Context: an optimization exercise on an open-source flow, tuned for small area, a short achievable clock period and few clock cycles per item. The choices shown serve that exercise and are no tape-out recipe. In this exercise RTL edits were held to simulation tests only and were not proved equivalent to the original. Power and IR drop assume default switching activity.

==> config.mk <==
export PLATFORM = sky130hd
export DESIGN_NAME = data_memory_ctrl
export DESIGN_NICKNAME = data_memory_ctrl
export VERILOG_FILES = /design/flow/design.v
export SDC_FILE = /design/flow/constraint.sdc
export NUM_CORES = 4
export LEC_CHECK = 0
export CAP_MARGIN = 20
export CORE_MARGIN = 2
export CORE_UTILIZATION = 45
export SETUP_SLACK_MARGIN = 3.8
export SLEW_MARGIN = 20
==> constraint.sdc <==
create_clock -name core_clock -period 6.5 [get_ports {clk}]
set_input_delay 1.3000 -clock core_clock [delete_from_list [all_inputs] [get_ports {clk}]]
set_output_delay 1.3000 -clock core_clock [all_outputs]
set_load 0.01 [all_outputs]
==> design.v <==
package dmem_pkg;
    localparam logic [1:0] SIZE_BYTE = 2'b00;
    localparam logic [1:0] SIZE_HALF = 2'b01;
    localparam logic [1:0] SIZE_WORD = 2'b10;
    localparam logic [1:0] SIZE_RSVD = 2'b11;
    typedef enum logic [1:0] {
        IDLE = 2'd0,
        WAIT = 2'd1,
        RESP = 2'd2
    } state_e;
    function automatic logic [3:0] lane_sel(input logic [1:0] size, input logic [1:0] off);
        case (size)
            SIZE_BYTE: lane_sel = 4'b0001 << off;
            SIZE_HALF: lane_sel = off[1] ? 4'b1100 : 4'b0011;
            SIZE_WORD: lane_sel = 4'b1111;
            default:   lane_sel = 4'b0000;
        endcase
    endfunction
    function automatic logic [2:0] size_bytes(input logic [1:0] size);
        case (size)
            SIZE_BYTE: size_bytes = 3'd1;
            SIZE_HALF: size_bytes = 3'd2;
            SIZE_WORD: size_bytes = 3'd4;
            default:   size_bytes = 3'd0;
        endcase
    endfunction
endpackage
module byte_lane_ram #(
    parameter int ROWS  = 64,
    parameter int ROW_W = 6
) (
    input  logic        clk,
    input  logic [7:0]  row_hi_i,
    input  logic [7:0]  row_lo_i,
    input  logic [3:0]  we_i,
    input  logic [31:0] wdata_i,
    output logic [31:0] rdata_o
);
    logic [31:0] rows_q [ROWS];
    genvar gr, gl;
    generate
        for (gr = 0; gr < ROWS; gr++) begin : g_row
            logic hit;
            assign hit = row_hi_i[gr / 8] & row_lo_i[gr % 8];
            for (gl = 0; gl < 4; gl++) begin : g_lane
                always_ff @(posedge clk) begin
                    if (hit && we_i[gl]) begin
                        rows_q[gr][31-8*gl -: 8] <= wdata_i[31-8*gl -: 8];
                    end
                end
            end
        end
    endgenerate
    always_comb begin
        rdata_o = '0;
        for (int r = 0; r < ROWS; r++) begin
            if (row_hi_i[r / 8] && row_lo_i[r % 8]) rdata_o = rdata_o | rows_q[r];
        end
    end
endmodule
import dmem_pkg::*;
module data_memory_ctrl #(
    parameter int ADDR_W      = 8,
    parameter int DEPTH_BYTES = 256,
    parameter int WAIT_CYCLES = 0
) (
    input  logic              clk,
    input  logic              rst,
    input  logic              req_valid,
    output logic              req_ready,
    input  logic              req_we,
    input  logic [1:0]        req_size,
    input  logic              req_signed,
    input  logic [ADDR_W-1:0] req_addr,
    input  logic [31:0]       req_wdata,
    output logic              rsp_valid,
    output logic [31:0]       rsp_rdata,
    output logic              rsp_err,
    input  logic [31:0]       alu_result,
    input  logic              mem_to_reg,
    output logic [31:0]       wb_data
);
    localparam int ROWS  = DEPTH_BYTES / 4;
    localparam int ROW_W = (ROWS > 1) ? $clog2(ROWS) : 1;
    localparam int SUM_W = ADDR_W + 3;
    logic             req_err;
    logic [SUM_W-1:0] end_addr;
    logic [31:0]      req_lane_wdata;
    always_comb begin
        end_addr = SUM_W'(req_addr) + SUM_W'(dmem_pkg::size_bytes(req_size));
        case (req_size)
            SIZE_BYTE: req_err = 1'b0;
            SIZE_HALF: req_err = req_addr[0];
            SIZE_WORD: req_err = (req_addr[1:0] != 2'b00);
            default:   req_err = 1'b1;
        endcase
        if (end_addr > SUM_W'(DEPTH_BYTES)) req_err = 1'b1;
        case (req_size)
            SIZE_BYTE: req_lane_wdata = {4{req_wdata[7:0]}};
            SIZE_HALF: req_lane_wdata = {2{req_wdata[15:0]}};
            default:   req_lane_wdata = req_wdata;
        endcase
    end
    logic              a_valid;
    logic [3:0]        a_lane_we;
    logic              a_err;
    logic              a_zero;
    logic              a_signed;
    logic [1:0]        a_size;
    logic [1:0]        a_off;
    logic [7:0]        a_row_hi;
    logic [7:0]        a_row_lo;
    logic [31:0]       a_wdata;
    logic        b_valid;
    logic        b_err;
    logic        b_zero;
    logic        b_signed;
    logic [1:0]  b_size;
    logic [1:0]  b_off;
    logic [31:0] b_rdata;
    logic        rsp_valid_q;
    logic        rsp_err_q;
    logic [31:0] rsp_rdata_q;
    logic [31:0] wb_q;
    logic [31:0] ram_rdata;
    logic [7:0]  sel_byte;
    logic [15:0] sel_half;
    logic [31:0] ext_data;
    assign req_ready = 1'b1;
    always_ff @(posedge clk or posedge rst) begin
        if (rst) begin
            a_valid   <= 1'b0;
            a_lane_we <= 4'b0000;
        end else begin
            a_valid   <= req_valid;
            a_lane_we <= (req_valid && req_we && !req_err) ?
                         dmem_pkg::lane_sel(req_size, req_addr[1:0]) : 4'b0000;
        end
    end
    always_ff @(posedge clk) begin
        a_err    <= req_err;
        a_zero   <= req_err || req_we;
        a_signed <= req_signed;
        a_size   <= req_size;
        a_off    <= req_addr[1:0];
        a_row_hi <= 8'b1 << req_addr[7:5];
        a_row_lo <= 8'b1 << req_addr[4:2];
        a_wdata  <= req_lane_wdata;
    end
    byte_lane_ram #(
        .ROWS  (ROWS),
        .ROW_W (ROW_W)
    ) u_ram (
        .clk     (clk),
        .row_hi_i(a_row_hi),
        .row_lo_i(a_row_lo),
        .we_i    (a_lane_we),
        .wdata_i (a_wdata),
        .rdata_o (ram_rdata)
    );
    always_ff @(posedge clk or posedge rst) begin
        if (rst) b_valid <= 1'b0;
        else     b_valid <= a_valid;
    end
    always_ff @(posedge clk) begin
        b_err    <= a_err;
        b_zero   <= a_zero;
        b_signed <= a_signed;
        b_size   <= a_size;
        b_off    <= a_off;
        b_rdata  <= ram_rdata;
    end
    always_comb begin
        case (b_off)
            2'd0:    sel_byte = b_rdata[31:24];
            2'd1:    sel_byte = b_rdata[23:16];
            2'd2:    sel_byte = b_rdata[15:8];
            default: sel_byte = b_rdata[7:0];
        endcase
        sel_half = b_off[1] ? b_rdata[15:0] : b_rdata[31:16];
        case (b_size)
            SIZE_BYTE: ext_data = {{24{b_signed & sel_byte[7]}}, sel_byte};
            SIZE_HALF: ext_data = {{16{b_signed & sel_half[15]}}, sel_half};
            default:   ext_data = b_rdata;
        endcase
    end
    always_ff @(posedge clk or posedge rst) begin
        if (rst) begin
            rsp_valid_q <= 1'b0;
            rsp_err_q   <= 1'b0;
            rsp_rdata_q <= 32'd0;
        end else begin
            rsp_valid_q <= b_valid;
            if (b_valid) begin
                rsp_err_q   <= b_err;
                rsp_rdata_q <= b_zero ? 32'd0 : ext_data;
            end
        end
    end
    always_ff @(posedge clk or posedge rst) begin
        if (rst) wb_q <= 32'd0;
        else     wb_q <= mem_to_reg ? rsp_rdata_q : alu_result;
    end
    assign rsp_valid = rsp_valid_q;
    assign rsp_rdata = rsp_rdata_q;
    assign rsp_err   = rsp_err_q;
    assign wb_data   = wb_q;
endmodule
==> run.sh <==
#!/bin/bash
# synth_recipe.tcl (not shown) runs the flow's synth.tcl, then flattens the netlist and writes it again
# the make line also repeats each setting of config.mk as NAME=value (left out here)
make -C /OpenROAD-flow-scripts/flow DESIGN_CONFIG=/design/flow/config.mk WORK_HOME=/design/flow/orfs CLKGATE_MAP_FILE= SYNTH_SCRIPT=/design/flow/synth_recipe.tcl finish
==> summary.txt, run 1 <==
- The flow ran to the end and the layout has no timing, DRC or antenna violations.
- The core region is ~0.18 mm².
- The clock network fraction of total power is a little over two fifths.
- The area growth from synthesis to layout is 14.9%.
- The global route total overflow is 0.
- Before antenna repair, the detailed router went through 8 iterations.
- Of the total power, combinational logic draws approximately 5.2%.
- The number of remaining DRC errors is 0.
- Across every metal layer, demand over resource in global routing totals 33.1%.
- Setup repair after global routing could not meet its margin everywhere.
- The ratio of routed vias to standard cells is between 7 and 8.
- The worst setup path is captured at a register.
- The final critical path takes up between 40 and 50% of the cycle.
- The vertical die dimension is ~430 µm.
- between 100 and 150 I/O pins were placed.
- Of the total power, registers draw 53.2%.
- In this run the horizontal extent of the chip is approximately 430 µm.
- Tracing the worst setup path back leads to its startpoint at a_row_hi[5].
- Measured against its own limit, the worst slew margin works out to a little over a fifth.
- For this run, the register share of the synthesized area comes to between 70 and 80%.
- At the pin with the least slew margin, the transition time is approximately 1.2 ns.
- Internal power comes to roughly 23 mW.
- After synthesis, the cell types taking the most area are sky130_fd_sc_hd__edfxtp_1 75%, sky130_fd_sc_hd__a22oi_1 5.8%, sky130_fd_sc_hd__dfxtp_1 2.3%.
- The number of nets produced by synthesis is approximately 4800.
- The global-route wire length before repair is around 420 mm.
- The global placer's final weighted congestion is around 0.92.
- The count of synthesis-stage warnings from yosys is 3.
- In the final design database the tool counted 5002 nets.
- The count of routing violations after the opening detailed-route iteration is ~12000.
- The clock-pin slew on the worst setup and hold paths is approximately 0.070 ns.
- The average routed wire per standard cell is approximately 42 µm.
- The signal arrival time at the worst endpoint is around 3.6 ns.
- Among all flip-flop cells after synthesis, the most frequent one is sky130_fd_sc_hd__edfxtp_1.
- Counting tap cells, the placed design contains a total of 6989 instances.
- Entering global routing, the biggest net connects 77 pins.
- The required time of the critical path is between 7 and 8 ns.
- The via count of the first global-routing pass was between 40000 and 50000.
- Across the run, the number of max-cap violations was 0.
- STA classifies the critical path startpoint as a register.
- The number of hold-slack violations in the final timing report was 0.
- The total power density per cell area is 318 mW/mm².
- TritonCTS created between 200 and 250 clock buffers.
- For the final routed database, the setup TNS stands at 0 ns.
- The start point of the worst hold path is a_off[1].
- The floorplan step defined a die boundary enclosing roughly 0.19 mm².
- During placement, the flow inserted port buffers numbering 145.
- The sink count of the clock tree is between 2000 and 2500.
- The shortest clock period the worst path allows after layout is 2.82 ns.
- The largest area contributor in the synthesized netlist is sky130_fd_sc_hd__edfxtp_1.
- The cell area after technology mapping is ~0.08 mm².
- CTS built an H-tree with a depth of 4.
- The later pin in the worst-skew pair is clocked with a latency of ~0.88 ns.
- The max-slew violation count is 0.
- The ratio of cells with drive above 1 in the final layout is 15.5%.
- For this configuration, the core starts out at a cell density of 45.3%.
- The number of cells in the finished layout apart from fillers is between 7000 and 8000.
- Setup violations remaining at the end of the flow were counted as 0.
- Summed over its instances, the top area cell type makes up between 70% and 80% of the synthesized netlist area.
- Synthesis instantiated 70 different standard cells from the library.
- The TritonCTS clock tree is yes.
- After floorplanning, the core was divided into 156 placement rows.
- The worst-case IR drop observed on VDD is 0.250 mV.
- The path class of the lowest-slack min-delay path is reg2reg.
- The root cell of the clock tree is sky130_fd_sc_hd__clkbuf_16.
- In this run the deepest clock path goes through 3 buffers.
- The post-placement setup slack is just over 2 ns.
- The kind of critical path is reg2reg.
- The initial antenna violation count is 12.
- The net switching power figure is 6.82 mW.
- The total routed wirelength is around 310 mm.
- After synthesis, the mean cell area works out to ~17 µm².
- The total vias in the final route is approximately 53000.
- The half-perimeter wire length of the detailed placement result is about 180 mm.
- The synthesized design contains 2048 enable-type register cells.
- The remaining number of nets flagged by the antenna check after routing is 0.
- Counting flops and latches in the post-synthesis netlist gives roughly 2200.
- Between clock sinks in the finished design, the worst skew comes to roughly 0.046 ns.
- The share of flip-flops with an asynchronous set or reset is around 3.3%.
- The highest net fanout along the worst path is 25.
- The analysis attributes to cell leakage a power of 30.3 nW.
- The switching part of the total is between 20% and 30%.
- Based on the critical path, the design can be clocked at up to between 0.3 and 0.4 GHz.
- Synthesis handed over a netlist of approximately 4800 instances.
- The smallest setup slack after layout is between 3 and 4 ns.
- The startpoint of the worst-slack reg-to-reg timing path is a_row_hi[5].
==> area by class of cell <==
class / count / area (µm²)
clock buffers: 264 / 5660
inverters: 34 / 173
fillers: 14378 / 86700
diodes: 13 / 32.5
clock inverters: 137 / 1250
multi-input cells: 2109 / 15300
flip-flops and latches: 2214 / 65300
repair buffers: 345 / 3530
well taps: 2370 / 2970
==> what timing repair did <==
item / CTS / global route
gates resized for setup: 404 / 46
pin swaps: 9 / 9
setup buffers: 57 / 14
hold buffers: 0 / 0
endpoints found under the setup margin: 452 / 92
cloned: 12 / 0
==> worst max-delay path: stages, from the launching register on <==
cell and delay (ns):
sky130_fd_sc_hd__dfxtp_4 0.42, sky130_fd_sc_hd__inv_2 0.41, sky130_fd_sc_hd__buf_6 0.40, sky130_fd_sc_hd__nor2_1 0.22, sky130_fd_sc_hd__nor4_2 0.47, sky130_fd_sc_hd__nor4bb_1 0.47
sky130_fd_sc_hd__nand4_1 0.13
==> registers in the layout, indices dropped and copies added (netlist names) <==
register and flops:
b_err 1, a_row_lo 8, wb_q 32, u_ram.rows_q 2048
a_err 1, rsp_rdata_q 32, rsp_err_q 1, b_rdata 32
b_signed 1, b_off 2, rsp_valid_q 1, a_row_hi 8
a_size 2, b_size 2, a_wdata 32, a_valid 1
a_zero 1, a_lane_we 4, b_valid 1, a_signed 1
b_zero 1, a_off 2
==> path summary, 6_finish.rpt <==
path                       depth (start not counted)            to  slack [ns]
setup / recovery                                   6   b_rdata[12]        3.68
hold reg to reg                                    0      b_off[1]        0.32
max in group asynchronous                          3  a_lane_we[1]        4.73
hold / removal                                     0      b_off[1]        0.32
min in group asynchronous                          3      wb_q[24]        1.09
setup reg to reg                                   6   b_rdata[12]        3.68
==> power by group through the flow <==
stage	registers [mW]	clock network (mW)	logic, mW
floorplan	16.3	0	0.540
CTS	15.9	12.4	1.47
global placement	16.3	0	1.33
detailed placement	16.3	0	1.35
global route	15.9	13.0	1.57
finish	16.0	12.5	1.55
==> synthesized netlist by cell type (all sizes together), types with 6 or more instances <==
cell type,number
o22ai,122
clkbuf,238
nand4,59
nor4b,6
a22o,85
nand2,50
or4,8
nor3b,6
nand3,29
o221ai,11
nor4,27
nor2,74
a22oi,630
a21oi,181
buf,165
a32oi,38
dfrtp,72
o31ai,6
o22a,25
dfxtp,94
o21ai,24
mux2,51
o32ai,7
a222oi,146
o2111ai,7
nor3,47
and3,268
a221o,16
or3,9
mux2i,15
inv,31
edfxtp,2048
and2,54
a221oi,39
a32o,10
==> cells by family after synthesis <==
family / share of synthesized area, %
flops: 79.5
compound gates: 12.6
simple gates: 4.66
buf+inv: 2.18
mux: 0.938
fa+ha+maj: 0.101
other cells: 0.00457
==> layer usage <==
metal	up-vias	wire (µm)	track usage, %
li1	20201	-	-
met1	27084	111000	45.0
met2	4860	138000	48.6
met3	751	46500	9.32
met4	6	18400	17.0
met5	-	36	0
==> cell usage in the layout (no fill, tap or decap), types with 17 or more instances in the layout <==
master / count
sky130_fd_sc_hd__a221oi_1: 35
sky130_fd_sc_hd__edfxtp_1: 2048
sky130_fd_sc_hd__a32oi_1: 38
sky130_fd_sc_hd__and2_1: 18
sky130_fd_sc_hd__a21oi_1: 180
sky130_fd_sc_hd__clkinv_1: 42
sky130_fd_sc_hd__clkbuf_1: 39
sky130_fd_sc_hd__nand4_1: 59
sky130_fd_sc_hd__a22o_1: 85
sky130_fd_sc_hd__dfrtp_1: 66
sky130_fd_sc_hd__a22oi_1: 629
sky130_fd_sc_hd__dfxtp_2: 33
sky130_fd_sc_hd__clkbuf_16: 215
sky130_fd_sc_hd__inv_1: 17
sky130_fd_sc_hd__buf_6: 38
sky130_fd_sc_hd__dfxtp_1: 45
sky130_fd_sc_hd__buf_4: 138
sky130_fd_sc_hd__nor2_1: 72
sky130_fd_sc_hd__nor3_1: 43
sky130_fd_sc_hd__o22a_1: 25
sky130_fd_sc_hd__clkdlybuf4s50_1: 75
sky130_fd_sc_hd__bufinv_16: 20
sky130_fd_sc_hd__clkinv_2: 55
sky130_fd_sc_hd__nor4_1: 20
sky130_fd_sc_hd__buf_2: 47
sky130_fd_sc_hd__mux2_2: 51
sky130_fd_sc_hd__o21ai_0: 24
sky130_fd_sc_hd__and2_4: 18
sky130_fd_sc_hd__nand3_1: 29
sky130_fd_sc_hd__nand2_1: 50
sky130_fd_sc_hd__a222oi_1: 146
sky130_fd_sc_hd__and3_1: 263
sky130_fd_sc_hd__o22ai_1: 119
==> per-stage QoR <==
stage                     total power, mW  hold slack, ns  instance area, µm²  utilization (%)
final                                30.0           0.323               94200             52.1
after global routing                 30.5           0.330               94200             52.1
after CTS                            29.9           0.326               93900             51.9
after detailed placement             17.6           0.312               85900             47.5
after global placement               17.6           0.315               85900             47.5
after floorplan                      16.8           0.310               82100                -
Testbench counts, summed over its fixed seeds: cycles 24,024, items 24,000.
==> run 2: changes to the inputs <==
--- a/design.v
+++ b/design.v
@@ -31,6 +31,5 @@
 ) (
     input  logic        clk,
-    input  logic [7:0]  row_hi_i,
-    input  logic [7:0]  row_lo_i,
+    input  logic [ROWS-1:0] row_i,
     input  logic [3:0]  we_i,
     input  logic [31:0] wdata_i,
@@ -42,5 +41,5 @@
         for (gr = 0; gr < ROWS; gr++) begin : g_row
             logic hit;
-            assign hit = row_hi_i[gr / 8] & row_lo_i[gr % 8];
+            assign hit = row_i[gr];
             for (gl = 0; gl < 4; gl++) begin : g_lane
                 always_ff @(posedge clk) begin
@@ -55,5 +54,5 @@
         rdata_o = '0;
         for (int r = 0; r < ROWS; r++) begin
-            if (row_hi_i[r / 8] && row_lo_i[r % 8]) rdata_o = rdata_o | rows_q[r];
+            if (row_i[r]) rdata_o = rdata_o | rows_q[r];
         end
     end
@@ -83,10 +82,7 @@
     localparam int ROWS  = DEPTH_BYTES / 4;
     localparam int ROW_W = (ROWS > 1) ? $clog2(ROWS) : 1;
-    localparam int SUM_W = ADDR_W + 3;
     logic             req_err;
-    logic [SUM_W-1:0] end_addr;
     logic [31:0]      req_lane_wdata;
     always_comb begin
-        end_addr = SUM_W'(req_addr) + SUM_W'(dmem_pkg::size_bytes(req_size));
         case (req_size)
             SIZE_BYTE: req_err = 1'b0;
@@ -95,5 +91,4 @@
             default:   req_err = 1'b1;
         endcase
-        if (end_addr > SUM_W'(DEPTH_BYTES)) req_err = 1'b1;
         case (req_size)
             SIZE_BYTE: req_lane_wdata = {4{req_wdata[7:0]}};
@@ -109,6 +104,5 @@
     logic [1:0]        a_size;
     logic [1:0]        a_off;
-    logic [7:0]        a_row_hi;
-    logic [7:0]        a_row_lo;
+    logic [ROWS-1:0]   a_row;
     logic [31:0]       a_wdata;
     logic        b_valid;
@@ -144,6 +138,5 @@
         a_size   <= req_size;
         a_off    <= req_addr[1:0];
-        a_row_hi <= 8'b1 << req_addr[7:5];
-        a_row_lo <= 8'b1 << req_addr[4:2];
+        a_row    <= ROWS'(1) << req_addr[ROW_W+1:2];
         a_wdata  <= req_lane_wdata;
     end
@@ -153,6 +146,5 @@
     ) u_ram (
         .clk     (clk),
-        .row_hi_i(a_row_hi),
-        .row_lo_i(a_row_lo),
+        .row_i   (a_row),
         .we_i    (a_lane_we),
         .wdata_i (a_wdata),
--- a/config.mk
+++ b/config.mk
@@ -9,4 +9,6 @@
 export CORE_MARGIN = 2
 export CORE_UTILIZATION = 45
+export CTS_CLUSTER_DIAMETER = 80
+export CTS_CLUSTER_SIZE = 25
 export SETUP_SLACK_MARGIN = 3.8
 export SLEW_MARGIN = 20
==> summary.txt, run 2 <==
- The count of mapped cells out of synthesis is 4332 (-9.0%).
- The register-to-register setup slack is 3.68 ns (about the same).
- The share of the clock period used by the worst path after layout is 43.3% (about the same).
- The via count of the first global-routing pass was 44277 (-10%).
- The static leakage is 27.9 nW (-8.0%).
- The flow ran to the end and the layout has no timing, DRC or antenna violations.
- The ratio of routed vias to standard cells was 7.02 (-0.67%).
- The met3 routing resource usage after global routing is 7.66% (-1.7 points).
- The vertical die dimension came to 431 µm (about the same).
- The global-route usage over all layers is 31.1% (-1.9 points).
- The count of synthesis-stage warnings from yosys is 3 (unchanged).
- The area after detailed placement is 0.0853 mm² (-0.66%).
- The sink count of the clock tree came to 2262 (+2.2%).
- The number of placed instances with taps included is 6641 (-5.0%).
- The commonest cells after synthesis are 2048 x sky130_fd_sc_hd__edfxtp_1, 512 x sky130_fd_sc_hd__a22o_1, 502 x sky130_fd_sc_hd__a221oi_1, 256 x sky130_fd_sc_hd__and2_1, 142 x sky130_fd_sc_hd__dfxtp_1.
- The post-route setup TNS was 0 ns (unchanged).
- The startpoint of the worst-slack reg-to-reg timing path is a_row[60].
- The number of endpoints failing setup at the final stage came to 0 (unchanged).
- In the final layout, the registers with the most flip-flops are u_ram.rows_q (2048), a_row (64).
- The average routed wire per standard cell is 43.1 µm (+2.7%).
- The critical path capture point type is a register.
- The internal power summed over all cells is 19.7 mW (-15%).
- The met2 capacity usage during global routing is 47.2% (-1.4 points).
- The total power density per cell area is 283 mW/mm² (-11%).
- The signal arrival time at the worst endpoint is 3.44 ns (-0.11 ns).
- The source-to-sink clock delay at the later pin of the worst-skew pair is 0.78 ns (-0.10 ns).
- The register share of total power was 64.6% (+11 points).
- The startpoint type of the worst setup path is a register.
- The final setup skew is 0.0337 ns (-0.0119 ns).
- The detailed-routing iteration count for the pre-antenna-repair pass is 6 (-2).
- The initial cell density of the core came to 45.3% (about the same).
- The number of buffers created by CTS is 106 (-50%).
- The ratio of cells with drive above 1 in the final layout is 11.8% (-3.7 points).
- The required time of the critical path came to 7.12 ns (-0.11 ns).
- The top cell type's share of synthesized area is 75.1% (about the same).
- The net switching power figure is 5.50 mW (-19%).
- The highest net fanout along the worst path was 16 (-36%).
- The number of enable-type register cells in the synthesized netlist is 2048 (unchanged).
- The clock network fraction of total power was 31.7% (-9.9 points).
- The number of cells in the finished layout apart from fillers came to 6878 (-8.1%).
- The sequential area share after synthesis is 80.7% (+1.2 points).
- The placeable core area is 0.181 mm² (-0.11%).
- The switching part of the total is 21.9% (-0.86 points).
- The depth of the worst hold-timing path is 0 (unchanged).
- The cell area after layout is 0.0888 mm² (-5.8%).
- The number of H-tree levels was 3 (-1).
- The slew of the pin with the lowest slew margin is 1.21 ns (+0.0244 ns).
- The number of library cell types mapped by synthesis is 43 (-39%).
- The max-capacitance violation count was 0 (unchanged).
- The remaining number of nets flagged by the antenna check after routing came to 0 (unchanged).
- TritonCTS built the clock tree.
- The start point of the worst hold path is a_size[1].
- Setup repair after global routing left no endpoint under its margin.
- The cell area after technology mapping is 0.0819 mm² (about the same).
- The filler cell count was 14830 (+3.1%).
- The global-route wire length before repair is 391 mm (-7.2%).
- The flip-flop cell with the highest count after synthesis is sky130_fd_sc_hd__edfxtp_1.
- The maximum operating frequency came to 0.355 GHz (about the same).
- The full die area is 0.186 mm² (about the same).
- The depth of the worst register-to-register path is 5 (-1).
- The cell sitting at the root of the clock tree is a sky130_fd_sc_hd__clkbuf_16.
- Relative to the synthesized area, the layout overhead comes to 8.37%.
- The register cell area after layout came to 0.0663 mm² (+1.6%).
- The path with the worst hold slack has its endpoint at b_size[1].
- sky130_fd_sc_hd__edfxtp_1 is the most common cell in the netlist.
- The synthesis-stage register bit count is 2262 (+2.2%).
- The worst slew margin relative to its limit is 19.3% (-1.6 points).
- The shortest clock period the worst path allows after layout is 2.82 ns (-0.00186 ns).
- Sorting the synthesized cells by area gives the leading types as sky130_fd_sc_hd__edfxtp_1 75%, sky130_fd_sc_hd__a22o_1 5.5%, sky130_fd_sc_hd__a221oi_1 5.4%.
- The average footprint of a synthesized cell is 18.9 µm² (+9.8%).
- The worst register-to-register path ends at b_rdata[31].
- The count of port buffers added during placement came to 145 (unchanged).
- The clock-pin slew on the worst setup and hold paths is 0.10 ns (+0.03 ns).
- More flip-flops sit in one register than any other, and that register is u_ram.rows_q.
- The area of the multi-input gates is 0.0138 mm² (-10%).
- The max-slew violation count came to 0 (unchanged).
- The global route total overflow was 0 (unchanged).
- The critical path is of the reg2reg type.
- The logic gate share of total power came to 3.7% (-1.5 points).
- The count of nets after finishing is 4491 (-10%).
- The initial antenna violation count is 22 (+10).
- The end-of-flow core utilization is 49.1% (-3.0 points).
- The number of remaining DRC errors came to 0 (unchanged).
- The number of flip-flops under the largest register name is 2048 (unchanged).
- The largest area contributor in the synthesized netlist is sky130_fd_sc_hd__edfxtp_1.
- The number of nets produced by synthesis is 4412 (-9.0%).
- The total number of placement rows is 156 (unchanged).
- The global placer's final weighted congestion was 0.891 (-3.1%).
- The share of flip-flops with an asynchronous set or reset is 3.18% (-0.069 points).
- The fraction of met1 tracks used by global routing is 44.1% (-0.92 points).
- The total vias in the final route is 48278 (-8.7%).
- The maximum number of pins on one net before global-route repair is 73 (-5.2%).
- The path class of the lowest-slack min-delay path is reg2reg.
- The floorplan die width was 431 µm (about the same).
- In the layout the commonest cells are 2048 x sky130_fd_sc_hd__edfxtp_1, 512 x sky130_fd_sc_hd__a22o_1, 488 x sky130_fd_sc_hd__a221oi_1.
- The total routed wirelength is 296 mm (-5.6%).
- The library cell used most frequently in the layout, excluding fill and tap cells, is sky130_fd_sc_hd__edfxtp_1.
- The highest ir drop seen on vdd is 0.217 mV (-13%).
- The global routing stage identified its most utilized layer as met2.
- The maximum clock insertion buffer count is 3 (unchanged).
- The number of hold-slack violations in the final timing report was 0 (unchanged).
- The half-perimeter wire length of the detailed placement result was 177 mm (-0.96%).
- The count of routing violations after the opening detailed-route iteration is 10026 (-15%).
- The I/O pin count is 147 (unchanged).
[run 2: worst max-delay path, cell delays in order (launching register included)]
cell and delay, ns:
sky130_fd_sc_hd__dfxtp_2 0.58, sky130_fd_sc_hd__buf_4 0.36, sky130_fd_sc_hd__a22o_1 0.23, sky130_fd_sc_hd__a221oi_1 0.42, sky130_fd_sc_hd__nand4_1 0.39, sky130_fd_sc_hd__or4_1 0.65
[run 2: worst max path at each step]
stage                         start             to  slack (ns)  cells past startpoint
CTS                 rsp_rdata_q[12]  rsp_rdata[12]        3.71                      1
global route               wb_q[15]    wb_data[15]        3.80                      1
global placement        req_size[0]    a_wdata[13]        3.05                      3
detailed placement      req_size[0]     a_wdata[9]        3.07                      3
finish                    a_row[60]    b_rdata[31]        3.68                      5
floorplan               req_size[0]    a_wdata[24]        4.17                      4
[run 2: timing repair]
action,in CTS,in global routing
setup buffers,32,0
pin swaps,2,2
hold buffers,0,0
resized for setup,236,25
setup endpoints to repair,128,32
[run 2: final cells by class]
class | instances | area share, %
inverter | 10 | 0.0479
multi-input combinational | 1740 | 15.6
antenna | 16 | 0.0451
clock buffer | 161 | 3.35
timing repair buffer | 291 | 2.65
clock inverter | 28 | 0.338
tap | 2370 | 3.34
sequential | 2262 | 74.7
[run 2: kinds of logic (layout without fill, tap and decap cells)]
logic type      after synthesis  count (layout)  synth area share [%]
xor+xnor                      1               1                0.0107
buf+inv                     330             490                  2.54
mux                          68              68                 0.922
simple gates                572             572                  4.12
flops                      2262            2262                  80.7
compound gates             1098            1098                  11.7
other cells                   1              17               0.00458
[run 2: routing by layer]
layer  vias to the layer above  wire length (µm)
li1                      18256                 -
met1                     25257            108000
met2                      4198            133000
met3                       557             43100
met4                        10             12000
met5                         -                70
[run 2: power by group through the flow]
stage	clock (mW)	sequential (mW)	combinational (mW)
final	7.97	16.3	0.927
after global routing	8.36	16.3	0.959
after CTS	7.90	16.2	0.908
after detailed placement	0	16.6	0.900
after global placement	0	16.6	0.882
after floorplan	0	16.6	0.304
[run 2: stage by stage]
stage / setup slack (ns) / hold WS [ns] / power, mW
2_1_floorplan: 4.17 / 0.310 / 16.9
3_3_place_gp: 3.05 / 0.311 / 17.5
3_5_place_dp: 3.07 / 0.313 / 17.5
4_1_cts: 3.71 / 0.336 / 25.1
5_1_grt: 3.80 / 0.348 / 25.6
6_report: 3.68 / 0.339 / 25.2
Testbench counts of run 2, summed over its fixed seeds: cycles 24,024, items 24,000.
==> run 3: changes to the inputs <==
==> flow/run.sh (new file) <==
#!/bin/bash
set -o pipefail
cp standard.sh standard_sh_copy.log
export BUFFER_PORTS_ARGS="-buffer_cell sky130_fd_sc_hd__buf_4"
bash standard.sh > standard_flow.log 2>&1
==> standard.sh (new file) <==
#!/bin/bash
# synth_recipe.tcl (not shown) runs the flow's synth.tcl, then flattens the netlist and writes it again
# the make line also repeats each setting of config.mk as NAME=value (left out here)
make -C /OpenROAD-flow-scripts/flow DESIGN_CONFIG=/design/flow/config.mk WORK_HOME=/design/flow/orfs CLKGATE_MAP_FILE= SYNTH_SCRIPT=/design/flow/synth_recipe.tcl "${@:-finish}"
removed: run.sh
==> summary.txt, run 3 <==
- The total power density per cell area is 284 mW/mm² (+0.32%).
- The global-route usage over all layers came to 31.5% (+0.39 points).
- The most common library cell in the layout ignoring fill and taps is sky130_fd_sc_hd__edfxtp_1.
- Among all cell types in the netlist, the one instantiated most often is sky130_fd_sc_hd__edfxtp_1.
- The startpoint type of the worst setup path is a register.
- The highest net fanout along the worst path was 19 (+3).
- The number of H-tree levels is 3 (unchanged).
- The kind of cell adding the most delay to the critical path is flip-flops.
- The global placer's final weighted congestion is 0.928 (+4.2%).
- The full die area is 0.186 mm² (unchanged).
- Walking the worst path, the cells encountered are buf_4, and2_1.
- The ratio of routed vias to standard cells is 7.07 (+0.79%).
- The initial cell density of the core was 45.3% (unchanged).
- The count of nets after finishing was 4474 (-0.38%).
- By area the synthesized netlist is led by sky130_fd_sc_hd__edfxtp_1 75%, sky130_fd_sc_hd__a22o_1 5.5%, sky130_fd_sc_hd__a221oi_1 5.4%.
- The max-slew violation count is 0 (unchanged).
- The initial antenna violation count came to 25 (+14%).
- The global-route wire length before repair is 395 mm (+1.2%).
- The root cell of the clock tree is sky130_fd_sc_hd__clkbuf_16.
- The maximum operating frequency is 0.359 GHz (+1.0%).
- The detailed-routing iteration count for the pre-antenna-repair pass is 6 (unchanged).
- The register cell area after layout is 0.0663 mm² (about the same).
- The number of remaining DRC errors came to 0 (unchanged).
- TritonCTS built the clock tree.
- The clock network fraction of total power is 31.7% (about the same).
- The count of port buffers added during placement is 145 (unchanged).
- The global route total overflow is 0 (unchanged).
- The logic gate share of total power is 3.6% (about the same).
- Sorting the synthesized cells by how often they occur yields 2048 x sky130_fd_sc_hd__edfxtp_1, 512 x sky130_fd_sc_hd__a22o_1, 502 x sky130_fd_sc_hd__a221oi_1, 256 x sky130_fd_sc_hd__and2_1, 142 x sky130_fd_sc_hd__dfxtp_1.
- The number of endpoints failing setup at the final stage is 0 (unchanged).
- The half-perimeter wire length of the detailed placement result is 181 mm (+2.2%).
- The total vias in the final route is 48527 (+0.52%).
- The clock-pin slew on the worst setup and hold paths was 0.10 ns (about the same).
- The final setup skew was 0.0297 ns (-0.00401 ns).
- The share of flip-flops with an asynchronous set or reset came to 3.18% (unchanged).
- The average footprint of a synthesized cell was 18.9 µm² (unchanged).
- The area of the multi-input gates is 0.0138 mm² (about the same).
- The worst-case hold slack is 0.337 ns (-0.00128 ns).
- The synthesis-stage register bit count is 2262 (unchanged).
- The largest registers in the layout are u_ram.rows_q (2048), a_row (64).
- Leaving out fill and tap cells, the most frequent cells in the layout are 2048 x sky130_fd_sc_hd__edfxtp_1, 512 x sky130_fd_sc_hd__a22o_1, 488 x sky130_fd_sc_hd__a221oi_1.
- The placeable core area came to 0.181 mm² (unchanged).
- The top cell type's share of synthesized area is 75.1% (unchanged).
- The sink count of the clock tree is 2262 (unchanged).
- The count of buffering cells on the critical path with inverters included was 1 (unchanged).
- The signal arrival time at the worst endpoint came to 3.20 ns (-0.24 ns).
- The average routed wire per standard cell is 43.6 µm (+1.2%).
- The count of mapped cells out of synthesis is 4332 (unchanged).
- The number of hold-slack violations in the final timing report is 0 (unchanged).
- The static leakage is 27.9 nW (about the same).
- The worst setup path is of the reg2reg kind.
- The number of nets produced by synthesis came to 4412 (unchanged).
- The number of buffers created by CTS is 106 (unchanged).
- The ratio of cells with drive above 1 in the final layout is 13.5% (+1.6 points).
- The I/O pin count came to 147 (unchanged).
- The filler cell count came to 14726 (-0.70%).
- The number of enable-type register cells in the synthesized netlist is 2048 (unchanged).
- The standard cell with the maximum stage delay on the critical path is sky130_fd_sc_hd__dfxtp_2.
- The worst setup path is captured at a register.
- The remaining number of nets flagged by the antenna check after routing is 0 (unchanged).
- The count of routing violations after the opening detailed-route iteration is 9649 (-3.8%).
- The internal power summed over all cells is 19.7 mW (about the same).
- The largest area contributor in the synthesized netlist is sky130_fd_sc_hd__edfxtp_1.
- The register share of total power came to 64.7% (about the same).
- Setup repair after global routing could not meet its margin everywhere.
- The required time of the critical path is 6.91 ns (-0.21 ns).
- The floorplan die width is 431 µm (unchanged).
- The maximum number of pins on one net before global-route repair was 73 (unchanged).
- The total routed wirelength was 299 mm (+0.92%).
- The cell area after technology mapping is 0.0819 mm² (unchanged).
- The shortest clock period the worst path allows after layout is 2.79 ns (-0.0283 ns).
- The worst slew margin relative to its limit is 24.3% (+5.0 points).
- The highest ir drop seen on vdd is 0.222 mV (+2.3%).
- The via count of the first global-routing pass came to 44357 (+0.18%).
- The sequential area share after synthesis is 80.7% (unchanged).
- The source-to-sink clock delay at the later pin of the worst-skew pair is 0.79 ns (about the same).
- The share of the clock period used by the worst path after layout is 42.9% (-0.44 points).
- The slew of the pin with the lowest slew margin is 1.14 ns (-0.0743 ns).
- The total number of placement rows is 156 (unchanged).
- The count of hold buffers inserted by post-cts repair was 0 (unchanged).
- The net switching power figure is 5.51 mW (+0.12%).
- The post-route setup TNS is 0 ns (unchanged).
- The maximum clock insertion buffer count came to 3 (unchanged).
- Among all flip-flop cells after synthesis, the most frequent one is sky130_fd_sc_hd__edfxtp_1.
- The number of flip-flops under the largest register name came to 2048 (unchanged).
- The count of synthesis-stage warnings from yosys is 3 (unchanged).
- The flow ran to the end and the layout has no timing, DRC or antenna violations.
- The largest register by flop count is u_ram.rows_q.
- Compared with the post-synthesis result, the final layout area differs by 8.08%.
- The number of library cell types mapped by synthesis is 43 (unchanged).
- The highest cell delay on the worst timing path is 0.93 ns (+0.28 ns).
- The switching part of the total was 21.9% (about the same).
- The max-capacitance violation count came to 0 (unchanged).
- The worst hold path belongs to the class reg2reg.
- The vertical die dimension is 431 µm (unchanged).
## run 3: cell counts after synthesis
Identical to the previous run, type by type.
## run 3: worst paths after layout
check	start	cells past startpoint	to	slack, ns
hold / removal	a_off[1]	0	b_off[1]	0.34
setup reg to reg	a_row[25]	2	u_ram.rows_q[25][18]	3.71
setup / recovery	a_row[25]	2	u_ram.rows_q[25][18]	3.71
max in group asynchronous	rst	3	a_lane_we[2]	5.01
hold reg to reg	a_off[1]	0	b_off[1]	0.34
min in group asynchronous	rst	3	wb_q[11]	0.80
## run 3: through the flow
step | area (µm²) | util (%) | worst slack (ns) | total power [mW] | cells
global placement | 85000 | 47.0 | 3.52 | 17.5 | 6644
CTS | 88400 | 48.9 | 3.80 | 25.1 | 6847
global route | 88500 | 49.0 | 3.79 | 25.6 | 6852
finish | 88600 | 49.0 | 3.71 | 25.2 | 6859
floorplan | 81900 | - | 4.17 | 16.9 | 4332
detailed placement | 85000 | 47.0 | 3.57 | 17.5 | 6645
## run 3: per-layer routing
| metal | up-vias | GRT usage, % | wire length, µm |
|---|---|---|---|
| li1 | 18218 | - | - |
| met1 | 25279 | 44.0 | 110000 |
| met2 | 4362 | 46.6 | 131000 |
| met3 | 660 | 8.94 | 43200 |
| met4 | 8 | 13.1 | 14800 |
| met5 | - | 0 | 60 |
## run 3: cell families (layout without fill, tap and decap cells)
logic type | after synthesis | count (layout) | synth area share [%]
flops | 2262 | 2262 | 80.7
compound gates | 1098 | 1098 | 11.7
simple gates | 572 | 572 | 4.12
buf+inv | 330 | 480 | 2.54
mux | 68 | 68 | 0.922
other cells | 1 | 8 | 0.00458
xor+xnor | 1 | 1 | 0.0107
## run 3: final cells by class
cell class / instances / share of cell area [%]
flip-flops and latches: 2262 / 74.9
multi-input cells: 1740 / 15.6
clock buffers: 173 / 3.44
well taps: 2370 / 3.35
repair buffers: 274 / 2.37
clock inverters: 23 / 0.294
inverters: 10 / 0.0509
diodes: 7 / 0.0198
## run 3: power groups by stage
| stage | Combinational (mW) | Clock [mW] | Sequential, mW |
|---|---|---|---|
| 6_report | 0.915 | 7.98 | 16.3 |
| 5_1_grt | 0.947 | 8.41 | 16.3 |
| 4_1_cts | 0.890 | 7.95 | 16.3 |
| 3_5_place_dp | 0.884 | 0 | 16.6 |
| 3_3_place_gp | 0.860 | 0 | 16.6 |
| 2_1_floorplan | 0.304 | 0 | 16.6 |
## run 3: timing repair
item,CTS,global route
setup buffers,6,5
resized for setup,18,15
setup endpoints to repair,33,30
endpoints found under the hold margin,0,0
pin swaps,3,3
==> run 4: changes to the inputs <==
--- a/design.v
+++ b/design.v
@@ -32,7 +32,9 @@
     input  logic        clk,
     input  logic [ROWS-1:0] row_i,
-    input  logic [3:0]  we_i,
+    input  logic [15:0] wsel_hi_i,
+    input  logic [15:0] wsel_lo_i,
     input  logic [31:0] wdata_i,
-    output logic [31:0] rdata_o
+    output logic [31:0] rdata_lo_o,
+    output logic [31:0] rdata_hi_o
 );
     logic [31:0] rows_q [ROWS];
@@ -40,9 +42,7 @@
     generate
         for (gr = 0; gr < ROWS; gr++) begin : g_row
-            logic hit;
-            assign hit = row_i[gr];
             for (gl = 0; gl < 4; gl++) begin : g_lane
                 always_ff @(posedge clk) begin
-                    if (hit && we_i[gl]) begin
+                    if (wsel_hi_i[gr / 4] && wsel_lo_i[(gr % 4) * 4 + gl]) begin
                         rows_q[gr][31-8*gl -: 8] <= wdata_i[31-8*gl -: 8];
                     end
@@ -52,7 +52,11 @@
     endgenerate
     always_comb begin
-        rdata_o = '0;
-        for (int r = 0; r < ROWS; r++) begin
-            if (row_i[r]) rdata_o = rdata_o | rows_q[r];
+        rdata_lo_o = '0;
+        rdata_hi_o = '0;
+        for (int r = 0; r < ROWS / 2; r++) begin
+            if (row_i[r]) rdata_lo_o = rdata_lo_o | rows_q[r];
+        end
+        for (int r = ROWS / 2; r < ROWS; r++) begin
+            if (row_i[r]) rdata_hi_o = rdata_hi_o | rows_q[r];
         end
     end
@@ -98,5 +102,6 @@
     end
     logic              a_valid;
-    logic [3:0]        a_lane_we;
+    logic [15:0]       a_wsel_hi;    
+    logic [15:0]       a_wsel_lo;    
     logic              a_err;
     logic              a_zero;
@@ -112,4 +117,6 @@
     logic [1:0]  b_size;
     logic [1:0]  b_off;
+    logic [31:0] b_rdata_lo;
+    logic [31:0] b_rdata_hi;
     logic [31:0] b_rdata;
     logic        rsp_valid_q;
@@ -117,5 +124,6 @@
     logic [31:0] rsp_rdata_q;
     logic [31:0] wb_q;
-    logic [31:0] ram_rdata;
+    logic [31:0] ram_rdata_lo;
+    logic [31:0] ram_rdata_hi;
     logic [7:0]  sel_byte;
     logic [15:0] sel_half;
@@ -125,9 +133,11 @@
         if (rst) begin
             a_valid   <= 1'b0;
-            a_lane_we <= 4'b0000;
+            a_wsel_lo <= 16'd0;
         end else begin
             a_valid   <= req_valid;
-            a_lane_we <= (req_valid && req_we && !req_err) ?
-                         dmem_pkg::lane_sel(req_size, req_addr[1:0]) : 4'b0000;
+            a_wsel_lo <= 16'd0;
+            if (req_valid && req_we && !req_err) begin
+                a_wsel_lo[4*req_addr[3:2] +: 4] <= dmem_pkg::lane_sel(req_size, req_addr[1:0]);
+            end
         end
     end
@@ -139,4 +149,5 @@
         a_off    <= req_addr[1:0];
         a_row    <= ROWS'(1) << req_addr[ROW_W+1:2];
+        a_wsel_hi <= 16'(1) << req_addr[ROW_W+1:4];
         a_wdata  <= req_lane_wdata;
     end
@@ -147,7 +158,9 @@
         .clk     (clk),
         .row_i   (a_row),
-        .we_i    (a_lane_we),
+        .wsel_hi_i(a_wsel_hi),
+        .wsel_lo_i(a_wsel_lo),
         .wdata_i (a_wdata),
-        .rdata_o (ram_rdata)
+        .rdata_lo_o(ram_rdata_lo),
+        .rdata_hi_o(ram_rdata_hi)
     );
     always_ff @(posedge clk or posedge rst) begin
@@ -161,6 +174,8 @@
         b_size   <= a_size;
         b_off    <= a_off;
-        b_rdata  <= ram_rdata;
-    end
+        b_rdata_lo <= ram_rdata_lo;
+        b_rdata_hi <= ram_rdata_hi;
+    end
+    assign b_rdata = b_rdata_lo | b_rdata_hi;
     always_comb begin
         case (b_off)
==> run.sh (new file) <==
#!/bin/bash
# synth_recipe.tcl (not shown) runs the flow's synth.tcl, then flattens the netlist and writes it again
# the make line also repeats each setting of config.mk as NAME=value (left out here)
make -C /OpenROAD-flow-scripts/flow DESIGN_CONFIG=/design/flow/config.mk WORK_HOME=/design/flow/orfs CLKGATE_MAP_FILE= SYNTH_SCRIPT=/design/flow/synth_recipe.tcl finish
--- a/config.mk
+++ b/config.mk
@@ -11,4 +11,4 @@
 export CTS_CLUSTER_DIAMETER = 80
 export CTS_CLUSTER_SIZE = 25
-export SETUP_SLACK_MARGIN = 3.8
+export SETUP_SLACK_MARGIN = 3.9
 export SLEW_MARGIN = 20
removed: flow/run.sh
removed: standard.sh
==> summary.txt, run 4 <==
- The register-to-register setup slack is 4.15 ns (+0.44 ns).
- The number of placed instances with taps included was 6954 (+4.7%).
- The number of hold-slack violations in the final timing report is 0 (unchanged).
- The average footprint of a synthesized cell is 18.0 µm² (-4.8%).
- The count of synthesis-stage warnings from yosys is 3 (unchanged).
- The sequential area share after synthesis came to 81.8% (+1.1 points).
- The top cell type's share of synthesized area came to 74.6% (-0.45 points).
- Yosys attributes the largest share of cell area to sky130_fd_sc_hd__edfxtp_1 75%, sky130_fd_sc_hd__a22oi_1 9.3%, sky130_fd_sc_hd__dfxtp_1 4.6%.
- The depth of the worst register-to-register path is 4 (+2).
- The critical path capture point type is an output port.
- The hold-critical path endpoint is b_zero.
- The highest net fanout along the worst path is 2 (-17).
- The area of the multi-input gates is 0.0139 mm² (+0.50%).
- The register cell area after layout is 0.0675 mm² (+1.9%).
- The detailed-routing iteration count for the pre-antenna-repair pass is 6 (unchanged).
- The static leakage was 28.2 nW (+0.94%).
- The via count of the first global-routing pass came to 45332 (+2.2%).
- The startpoint type of the worst setup path is a register.
- The signal arrival time at the worst endpoint was 1.39 ns (-1.81 ns).
- The register share of total power was 64.1% (-0.6 points).
- The filler cell count came to 14994 (+1.8%).
- Grouping stages by cell kind, the critical path spends the most delay in flip-flops.
- The met2 wire length is 127 mm (-2.7%).
- The smallest setup slack after layout is 3.81 ns (+0.0940 ns).
- The cell area after technology mapping is 0.0824 mm² (+0.60%).
- The count of nets after finishing is 4802 (+7.3%).
- The cell area after layout was 0.0904 mm² (+2.0%).
- The floorplan die width is 432 µm (+0.30%).
- The slew of the pin with the lowest slew margin came to 1.22 ns (+0.0841 ns).
- The share of flip-flops with an asynchronous set or reset is 3.62% (+0.43 points).
- The count of mapped cells out of synthesis was 4578 (+5.7%).
- The total design power is 25.9 mW (+2.7%).
- The total number of placement rows came to 157 (+0.64%).
- The initial cell density of the core was 45.2% (-0.17 points).
- The flip-flop cell with the highest count after synthesis is sky130_fd_sc_hd__edfxtp_1.
- The total vias in the final route is 47546 (-2.0%).
- The max-capacitance violation count was 0 (unchanged).
- The area after detailed placement was 0.0868 mm² (+2.1%).
- The number of nets produced by synthesis is 4662 (+5.7%).
- The logic gate share of total power is 4.0% (+0.4 points).
- The largest register by flop count is u_ram.rows_q.
- The most common library cell in the layout ignoring fill and taps is sky130_fd_sc_hd__edfxtp_1.
- The net switching power figure is 5.64 mW (+2.4%).
- The count of hold buffers inserted by post-cts repair came to 0 (unchanged).
- Setup repair after global routing could not meet its margin everywhere.
- The internal power summed over all cells is 20.2 mW (+2.8%).
- The max-slew violation count is 0 (unchanged).
- The full die area is 0.187 mm² (+0.59%).
- The global placer's final weighted congestion is 0.893 (-3.9%).
- The total met3 wirelength after detailed routing came to 26.6 mm (-38%).
- The count of port buffers added during placement was 145 (unchanged).
- Relative to the synthesized area, the layout overhead comes to 9.63%.
- The ratio of routed vias to standard cells is 6.61 (-6.6%).
- The placeable core area is 0.182 mm² (+0.97%).
- The synthesis-stage register bit count was 2322 (+2.7%).
- The clock network fraction of total power is 31.9% (+0.2 points).
- The largest area contributor in the synthesized netlist is sky130_fd_sc_hd__edfxtp_1.
- The post-route setup TNS is 0 ns (unchanged).
- The I/O pin count is 147 (unchanged).
- The number of enable-type register cells in the synthesized netlist came to 2048 (unchanged).
- The count of buffering cells on the critical path with inverters included is 1 (unchanged).
- The sink count of the clock tree is 2322 (+2.7%).
- The average routed wire per standard cell is 37.1 µm (-15%).
- The number of flip-flops under the largest register name was 2048 (unchanged).
- The total routed wirelength was 267 mm (-11%).
- The maximum clock insertion buffer count is 3 (unchanged).
- The vertical die dimension is 432 µm (+0.30%).
- The number of endpoints failing setup at the final stage was 0 (unchanged).
- Leaving out fill and tap cells, the most frequent cells in the layout are 2048 x sky130_fd_sc_hd__edfxtp_1, 1024 x sky130_fd_sc_hd__a22oi_1, 320 x sky130_fd_sc_hd__and2_1.
- For this design, the slowest cell found on the critical path is sky130_fd_sc_hd__dfrtp_1.
- The flow ran to the end and the layout has no timing, DRC or antenna violations.
- The share of the clock period used by the worst path after layout is 41.4% (-1.4 points).
- The number of cells in the finished layout apart from fillers was 7196 (+4.9%).
- The maximum number of pins on one net before global-route repair is 85 (+16%).
- The half-perimeter wire length of the detailed placement result is 156 mm (-14%).
- The number of remaining DRC errors is 0 (unchanged).
- The maximum operating frequency is 0.371 GHz (+3.5%).
- The worst slew margin relative to its limit is 18.5% (-5.7 points).
- The worst reg2reg path endpoint is b_rdata_hi[25].
- The total power density per cell area is 286 mW/mm² (+0.68%).
- TritonCTS built the clock tree.
- The number of buffers created by CTS is 111 (+4.7%).
- The highest cell delay on the worst timing path is 0.46 ns (-0.47 ns).
- The count of routing violations after the opening detailed-route iteration is 7655 (-21%).
- The initial antenna violation count came to 22 (-12%).
- The highest signal layer in the routed design is met5.
- The number of H-tree levels was 3 (unchanged).
- The end-of-flow core utilization is 49.5% (+0.52 points).
- The remaining number of nets flagged by the antenna check after routing is 0 (unchanged).
- The clock-pin slew on the worst setup and hold paths is 0.10 ns (about the same).
- The highest ir drop seen on vdd is 0.207 mV (-6.6%).
- The depth of the worst hold-timing path is 0 (unchanged).
- The final setup skew is 0.0378 ns (+0.00811 ns).
- By instance count, the leading cell after synthesis is sky130_fd_sc_hd__edfxtp_1.
- The global-route wire length before repair is 365 mm (-7.7%).
- The detailed-route wire length on metal 1 was 100 mm (-8.7%).
- The global route total overflow came to 0 (unchanged).
- The number of library cell types mapped by synthesis is 52 (+21%).
- The path class of the lowest-slack min-delay path is reg2reg.
- The post-placement setup slack came to 3.06 ns (-0.513 ns).
- The startpoint identified for the worst hold timing path is a_zero.
- The worst register-to-register path begins at a_row[62].
- The root cell of the clock tree is sky130_fd_sc_hd__clkbuf_16.
- The switching part of the total was 21.8% (-0.064 points).
- The largest registers in the layout are u_ram.rows_q (2048), a_row (64).
- The required time of the critical path is 5.20 ns (-1.71 ns).
- The worst-case hold slack is 0.322 ns (-0.0153 ns).
- The source-to-sink clock delay at the later pin of the worst-skew pair is 0.78 ns (about the same).
- Ranked by instance count, the synthesized netlist is headed by 2048 x sky130_fd_sc_hd__edfxtp_1, 1024 x sky130_fd_sc_hd__a22oi_1, 320 x sky130_fd_sc_hd__and2_1, 257 x sky130_fd_sc_hd__nand4_1, 244 x sky130_fd_sc_hd__clkbuf_1.
- The shortest clock period the worst path allows after layout came to 2.69 ns (-0.0940 ns).
- The global-route usage over all layers is 28.1% (-3.4 points).
- The critical path is of the reg2out type.
- The critical path goes through buf_6.
- The ratio of cells with drive above 1 in the final layout is 10.7% (-2.8 points).
run 4: cell count changes in the layout (fill, tap and decap cells not counted), sizes merged, moves of 30 or more:
cell,delta
nand4,+128
inv,+42
or4,+33
a22o,-512
a221oi,-506
buf,-69
and2,+64
o22ai,+30
clkdlybuf4s50,+78
a22oi,+1007
dfxtp,+48
run 4: layout make-up:
type / count / share of cell area (%)
sequential: 2322 / 74.7
multi-input combinational: 1962 / 15.4
clock buffer: 161 / 3.40
tap: 2385 / 3.30
timing repair buffer: 283 / 2.58
clock inverter: 38 / 0.444
inverter: 38 / 0.162
antenna: 7 / 0.0194
run 4: worst max-delay path by stage:
stage | from | end | slack (ns) | cells after the start
floorplan | req_addr[2] | a_wsel_lo[12] | 4.07 | 5
global placement | req_addr[2] | a_wsel_lo[1] | 3.06 | 6
detailed placement | req_addr[2] | a_wsel_lo[1] | 3.06 | 6
CTS | rsp_rdata_q[8] | rsp_rdata[8] | 3.76 | 1
global route | rsp_rdata_q[15] | rsp_rdata[15] | 3.78 | 1
finish | rsp_rdata_q[12] | rsp_rdata[12] | 3.81 | 1
run 4: what timing repair did:
item / in CTS / in global routing
endpoints found under the hold margin: 0 / 0
buffers inserted: 29 / 6
resized for setup: 289 / 8
gates cloned: 0 / 0
setup endpoints to repair: 67 / 67
run 4: metal layers:
layer  track usage, %  vias up
met1             38.2    24921
met3             4.48      542
met4             11.4        6
li1                 -    18981
met2             45.4     3096
met5                0        -
run 4: cell families after synthesis:
kind of cell | share of synthesized area, %
flip-flops | 81.8
adder cells (fa/ha/maj) | 0.0607
AND/OR/NAND/NOR | 5.70
buffers and inverters | 1.38
multiplexers | 0.767
other | 0.00455
AO/OA/AOI/OAI | 10.3
run 4: power groups by stage:
stage               registers (mW)  logic [mW]  clock network, mW
floorplan                     17.0       0.296                  0
global placement              16.9       0.969                  0
detailed placement            16.9       0.984                  0
CTS                           16.6       0.996               8.28
global route                  16.6        1.06               8.72
finish                        16.6        1.03               8.25
Testbench counts of run 4, summed over its fixed seeds: cycles 24,024, items 24,000.
==> run 5: changes to the inputs <==
--- a/design.v
+++ b/design.v
@@ -32,6 +32,6 @@
     input  logic        clk,
     input  logic [ROWS-1:0] row_i,
-    input  logic [15:0] wsel_hi_i,
-    input  logic [15:0] wsel_lo_i,
+    input  logic [15:0] wsel_hi_n_i,
+    input  logic [15:0] wsel_lo_n_i,
     input  logic [31:0] wdata_i,
     output logic [31:0] rdata_lo_o,
@@ -44,5 +44,5 @@
             for (gl = 0; gl < 4; gl++) begin : g_lane
                 always_ff @(posedge clk) begin
-                    if (wsel_hi_i[gr / 4] && wsel_lo_i[(gr % 4) * 4 + gl]) begin
+                    if (!(wsel_hi_n_i[gr / 4] || wsel_lo_n_i[(gr % 4) * 4 + gl])) begin
                         rows_q[gr][31-8*gl -: 8] <= wdata_i[31-8*gl -: 8];
                     end
@@ -102,6 +102,6 @@
     end
     logic              a_valid;
-    logic [15:0]       a_wsel_hi;    
-    logic [15:0]       a_wsel_lo;    
+    logic [15:0]       a_wsel_hi_n;  
+    logic [15:0]       a_wsel_lo_n;  
     logic              a_err;
     logic              a_zero;
@@ -133,10 +133,10 @@
         if (rst) begin
             a_valid   <= 1'b0;
-            a_wsel_lo <= 16'd0;
+            a_wsel_lo_n <= 16'hFFFF;
         end else begin
-            a_valid   <= req_valid;
-            a_wsel_lo <= 16'd0;
+            a_valid     <= req_valid;
+            a_wsel_lo_n <= 16'hFFFF;
             if (req_valid && req_we && !req_err) begin
-                a_wsel_lo[4*req_addr[3:2] +: 4] <= dmem_pkg::lane_sel(req_size, req_addr[1:0]);
+                a_wsel_lo_n[4*req_addr[3:2] +: 4] <= ~dmem_pkg::lane_sel(req_size, req_addr[1:0]);
             end
         end
@@ -149,5 +149,5 @@
         a_off    <= req_addr[1:0];
         a_row    <= ROWS'(1) << req_addr[ROW_W+1:2];
-        a_wsel_hi <= 16'(1) << req_addr[ROW_W+1:4];
+        a_wsel_hi_n <= ~(16'(1) << req_addr[ROW_W+1:4]);
         a_wdata  <= req_lane_wdata;
     end
@@ -158,6 +158,6 @@
         .clk     (clk),
         .row_i   (a_row),
-        .wsel_hi_i(a_wsel_hi),
-        .wsel_lo_i(a_wsel_lo),
+        .wsel_hi_n_i(a_wsel_hi_n),
+        .wsel_lo_n_i(a_wsel_lo_n),
         .wdata_i (a_wdata),
         .rdata_lo_o(ram_rdata_lo),
==> summary.txt, run 5 <==
- The internal power summed over all cells was 20.1 mW (-0.36%).
- The number of library cell types mapped by synthesis is 46 (-12%).
- The critical path capture point type is an output port.
- The number of flip-flops under the largest register name is 2048 (unchanged).
- The register share of total power was 64.1% (about the same).
- The shortest clock period the worst path allows after layout is 2.68 ns (-0.0174 ns).
- The end-of-flow core utilization is 49.9% (+0.37 points).
- The I/O pin count was 147 (unchanged).
- The ratio of cells with drive above 1 in the final layout is 12.6% (+1.9 points).
- The max-capacitance violation count is 0 (unchanged).
- Leaving out fill and tap cells, the most frequent cells in the layout are 2048 x sky130_fd_sc_hd__edfxtp_1, 1025 x sky130_fd_sc_hd__a22oi_1, 272 x sky130_fd_sc_hd__nor2_1.
- The total power density per cell area is 287 mW/mm² (+0.16%).
- The count of port buffers added during placement is 145 (unchanged).
- The share of the clock period used by the worst path after layout came to 41.2% (-0.27 points).
- The largest registers in the layout are u_ram.rows_q (2048), a_row (64).
- The net switching power figure is 5.70 mW (+1.0%).
- The global placer's final weighted congestion is 0.858 (-3.9%).
- The number of nets produced by synthesis is 4676 (+0.30%).
- The kind of cell adding the most delay to the critical path is flip-flops.
- The kind of critical path is reg2out.
- The count of buffering cells on the critical path with inverters included is 1 (unchanged).
- The smallest setup slack after layout is 3.82 ns (+0.0174 ns).
- The total vias in the final route is 47239 (-0.65%).
- The final setup skew is 0.0441 ns (+0.00637 ns).
- The total number of placement rows is 156 (-0.64%).
- The total routed wirelength was 264 mm (-1.2%).
- The count of nets after finishing came to 4839 (+0.77%).
- The maximum number of pins on one net before global-route repair is 65 (-24%).
- The required time of the critical path came to 5.20 ns (about the same).
- The average routed wire per standard cell was 36.5 µm (-1.6%).
- The initial antenna violation count is 24 (+9.1%).
- The standard cell with the maximum stage delay on the critical path is sky130_fd_sc_hd__dfrtp_1.
- The synthesis-stage register bit count was 2322 (unchanged).
- The library cell used most frequently in the layout, excluding fill and tap cells, is sky130_fd_sc_hd__edfxtp_1.
- The source-to-sink clock delay at the later pin of the worst-skew pair came to 0.81 ns (+0.03 ns).
- The global route total overflow was 0 (unchanged).
- The largest register by flop count is u_ram.rows_q.
- By count the netlist is led by 2048 x sky130_fd_sc_hd__edfxtp_1, 1025 x sky130_fd_sc_hd__a22oi_1, 296 x sky130_fd_sc_hd__nor2_1, 279 x sky130_fd_sc_hd__clkbuf_1, 256 x sky130_fd_sc_hd__nand4_1.
- Setup repair after global routing could not meet its margin everywhere.
- The highest cell delay on the worst timing path is 0.43 ns (-0.03 ns).
- The static leakage was 27.7 nW (-1.5%).
- The floorplan die width came to 431 µm (-0.32%).
- The top cell type's share of synthesized area is 75.1% (+0.49 points).
- The half-perimeter wire length of the detailed placement result is 157 mm (+0.25%).
- The area growth from synthesis to layout is 10.1%.
- In the post-synthesis netlist, the cell with the most instances is sky130_fd_sc_hd__edfxtp_1.
- The largest area contributor in the synthesized netlist is sky130_fd_sc_hd__edfxtp_1.
- The initial cell density of the core is 45.3% (+0.14 points).
- The startpoint type of the worst setup path is a register.
- The count of hold buffers inserted by post-cts repair was 0 (unchanged).
- The global-route usage over all layers is 27.9% (-0.14 points).
- The path class of the lowest-slack min-delay path is reg2reg.
- The worst slew margin relative to its limit is 19.2% (+0.70 points).
- The switching part of the total is 22.1% (+0.23 points).
- The sequential area share after synthesis is 82.3% (+0.56 points).
- The full die area is 0.185 mm² (-0.65%).
- The highest net fanout along the worst path is 1 (-1).
- The flip-flop cell with the highest count after synthesis is sky130_fd_sc_hd__edfxtp_1.
- The via count of the first global-routing pass came to 45326 (-0.013%).
- The area of the multi-input gates came to 0.0133 mm² (-3.9%).
- The vertical die dimension is 431 µm (-0.32%).
- The register-to-register setup slack was 3.97 ns (-0.18 ns).
- In this run the clock root is driven by a sky130_fd_sc_hd__clkbuf_16.
- The count of synthesis-stage warnings from yosys is 3 (unchanged).
- The max-slew violation count is 0 (unchanged).
- The filler cell count was 14852 (-0.95%).
- TritonCTS built the clock tree.
- The signal on the critical path passes through buf_6.
- The post-route setup TNS was 0 ns (unchanged).
- The signal arrival time at the worst endpoint is 1.38 ns (about the same).
- The highest ir drop seen on vdd was 0.258 mV (+25%).
- The number of enable-type register cells in the synthesized netlist is 2048 (unchanged).
- The share of flip-flops with an asynchronous set or reset is 3.62% (unchanged).
- The placeable core area is 0.181 mm² (-0.96%).
- The ratio of routed vias to standard cells is 6.54 (-0.99%).
- The number of buffers created by CTS came to 110 (-0.90%).
- The flow ran to the end and the layout has no timing, DRC or antenna violations.
- The clock network fraction of total power is 31.7% (-0.2 points).
- The count of routing violations after the opening detailed-route iteration was 7716 (+0.80%).
- The number of endpoints failing setup at the final stage is 0 (unchanged).
- The remaining number of nets flagged by the antenna check after routing is 0 (unchanged).
- The number of hold-slack violations in the final timing report is 0 (unchanged).
- The register cell area after layout is 0.0675 mm² (about the same).
- The clock-pin slew on the worst setup and hold paths came to 0.10 ns (about the same).
- The sink count of the clock tree is 2322 (unchanged).
- The detailed-routing iteration count for the pre-antenna-repair pass is 6 (unchanged).
- The number of H-tree levels is 3 (unchanged).
- The global-route wire length before repair is 361 mm (-0.98%).
- The maximum operating frequency is 0.374 GHz (+0.65%).
- The average footprint of a synthesized cell came to 17.8 µm² (-0.93%).
- The logic gate share of total power came to 4.2% (+0.2 points).
- Sorting the synthesized cells by area gives the leading types as sky130_fd_sc_hd__edfxtp_1 75%, sky130_fd_sc_hd__a22oi_1 9.4%, sky130_fd_sc_hd__dfxtp_1 4.6%.
- The number of remaining DRC errors came to 0 (unchanged).
- The count of mapped cells out of synthesis is 4591 (+0.28%).
- The post-placement setup slack is 3.22 ns (+0.157 ns).
- The slew of the pin with the lowest slew margin is 1.21 ns (-0.0105 ns).
- The cell area after technology mapping is 0.0819 mm² (-0.65%).
- The maximum clock insertion buffer count is 3 (unchanged).
[run 5: changes by cell type in the layout (fill, tap and decap cells not counted), sizes merged, moves of 24 or more]
| cell | before | now |
|---|---|---|
| and2 | 320 | 69 |
| nor2 | 56 | 296 |
| buf | 205 | 261 |
| inv | 58 | 34 |
| o22ai | 30 | 0 |
[run 5: area by class of cell]
cell class	instances	share of cell area (%)
clock buffers	169	3.40
repair buffers	339	3.08
multi-input cells	1960	14.8
well taps	2370	3.29
flip-flops and latches	2322	74.9
inverters	21	0.0916
clock inverters	32	0.415
diodes	8	0.0222
[run 5: kinds of logic after synthesis]
group	count (synthesis)	share of synthesized area, %
flip-flops	2322	82.3
buffers and inverters	309	1.45
AND/OR/NAND/NOR	760	4.92
adder cells (fa/ha/maj)	5	0.0764
multiplexers	59	0.796
other	1	0.00458
AO/OA/AOI/OAI	1135	10.4
[run 5: final timing paths]
check	start	end	cells after the start
max	wb_q[24]	wb_data[24]	1
max reg2reg	b_size[0]	rsp_rdata_q[3]	4
min	a_off[0]	b_off[0]	0
min in group asynchronous	rst	wb_q[2]	2
min reg2reg	a_off[0]	b_off[0]	0
max in group asynchronous	rst	a_wsel_lo_n[12]	4
[run 5: power groups by stage]
stage	logic, mW	clock network (mW)	registers, mW
finish	1.09	8.19	16.6
global route	1.13	8.71	16.6
CTS	1.06	8.20	16.6
detailed placement	1.05	0	16.9
global placement	1.03	0	16.9
floorplan	0.304	0	17.0
[run 5: metrics by stage]
stage / instance area, µm² / instances / power, mW / hold WS, ns
after floorplan: 81900 / 4591 / 17.3 / 0.310
after global placement: 86400 / 6960 / 17.9 / 0.311
after detailed placement: 86500 / 6968 / 18.0 / 0.312
after CTS: 90000 / 7202 / 25.8 / 0.330
after global routing: 90200 / 7215 / 26.4 / 0.336
final: 90200 / 7221 / 25.8 / 0.335
[run 5: metal layers]
layer | wire length, µm | GRT usage, % | share of wire [%]
met1 | 99000 | 37.8 | 38
met2 | 123000 | 44.4 | 47
met3 | 27300 | 4.96 | 10
met4 | 14000 | 12.8 | 5.3
met5 | 114 | 0 | 0.043
[run 5: what timing repair did]
item | in CTS | in global routing
endpoints found under the setup margin | 66 | 67
buffers inserted | 33 | 6
endpoints found under the hold margin | 0 | 0
resized for setup | 294 | 7
cloned | 0 | 0
Testbench counts of run 5, summed over its fixed seeds: cycles 24,024, items 24,000.

afterwards: timing with drivers on the ports:
In the flow no input, the clock included, has a driving cell. The finished layouts below were timed again as built, in two steps.
Step 1 assumes that a clkbuf_16 drives the clock port and a buf_2 every other input.
Step 2 adds t to the input delays and takes it off the output delays; t is the mean of the earliest and latest rising clock arrival at the registers after step 1. Input paths then give back, and output paths get back, about the clock's delay inside the block.
a / b / c = ideal ports / drivers / drivers and shift; a / b = the first two.
run	shift t [ns]	slack for setup (ns)	worst hold slack (ns)	clock arrival spread, ns
run 1	0.955	3.683 / 3.668 / 2.979	0.323 / 0.323 / 0.323	0.051 / 0.052
run 2	0.846	3.684 / 3.684 / 3.149	0.339 / 0.339 / 0.339	0.037 / 0.036
run 3	0.852	3.713 / 3.713 / 3.693	0.337 / 0.337 / 0.337	0.038 / 0.038
run 4	0.853	3.807 / 3.715 / 3.225	0.322 / 0.322 / 0.322	0.044 / 0.044
run 5	0.879	3.824 / 3.738 / 3.159	0.335 / 0.335 / 0.335	0.048 / 0.049
After both steps setup and hold are still met in every run listed. The setup slack of run 1, which loses most, moves by -0.015 ns with the drivers and by -0.704 ns with both steps.
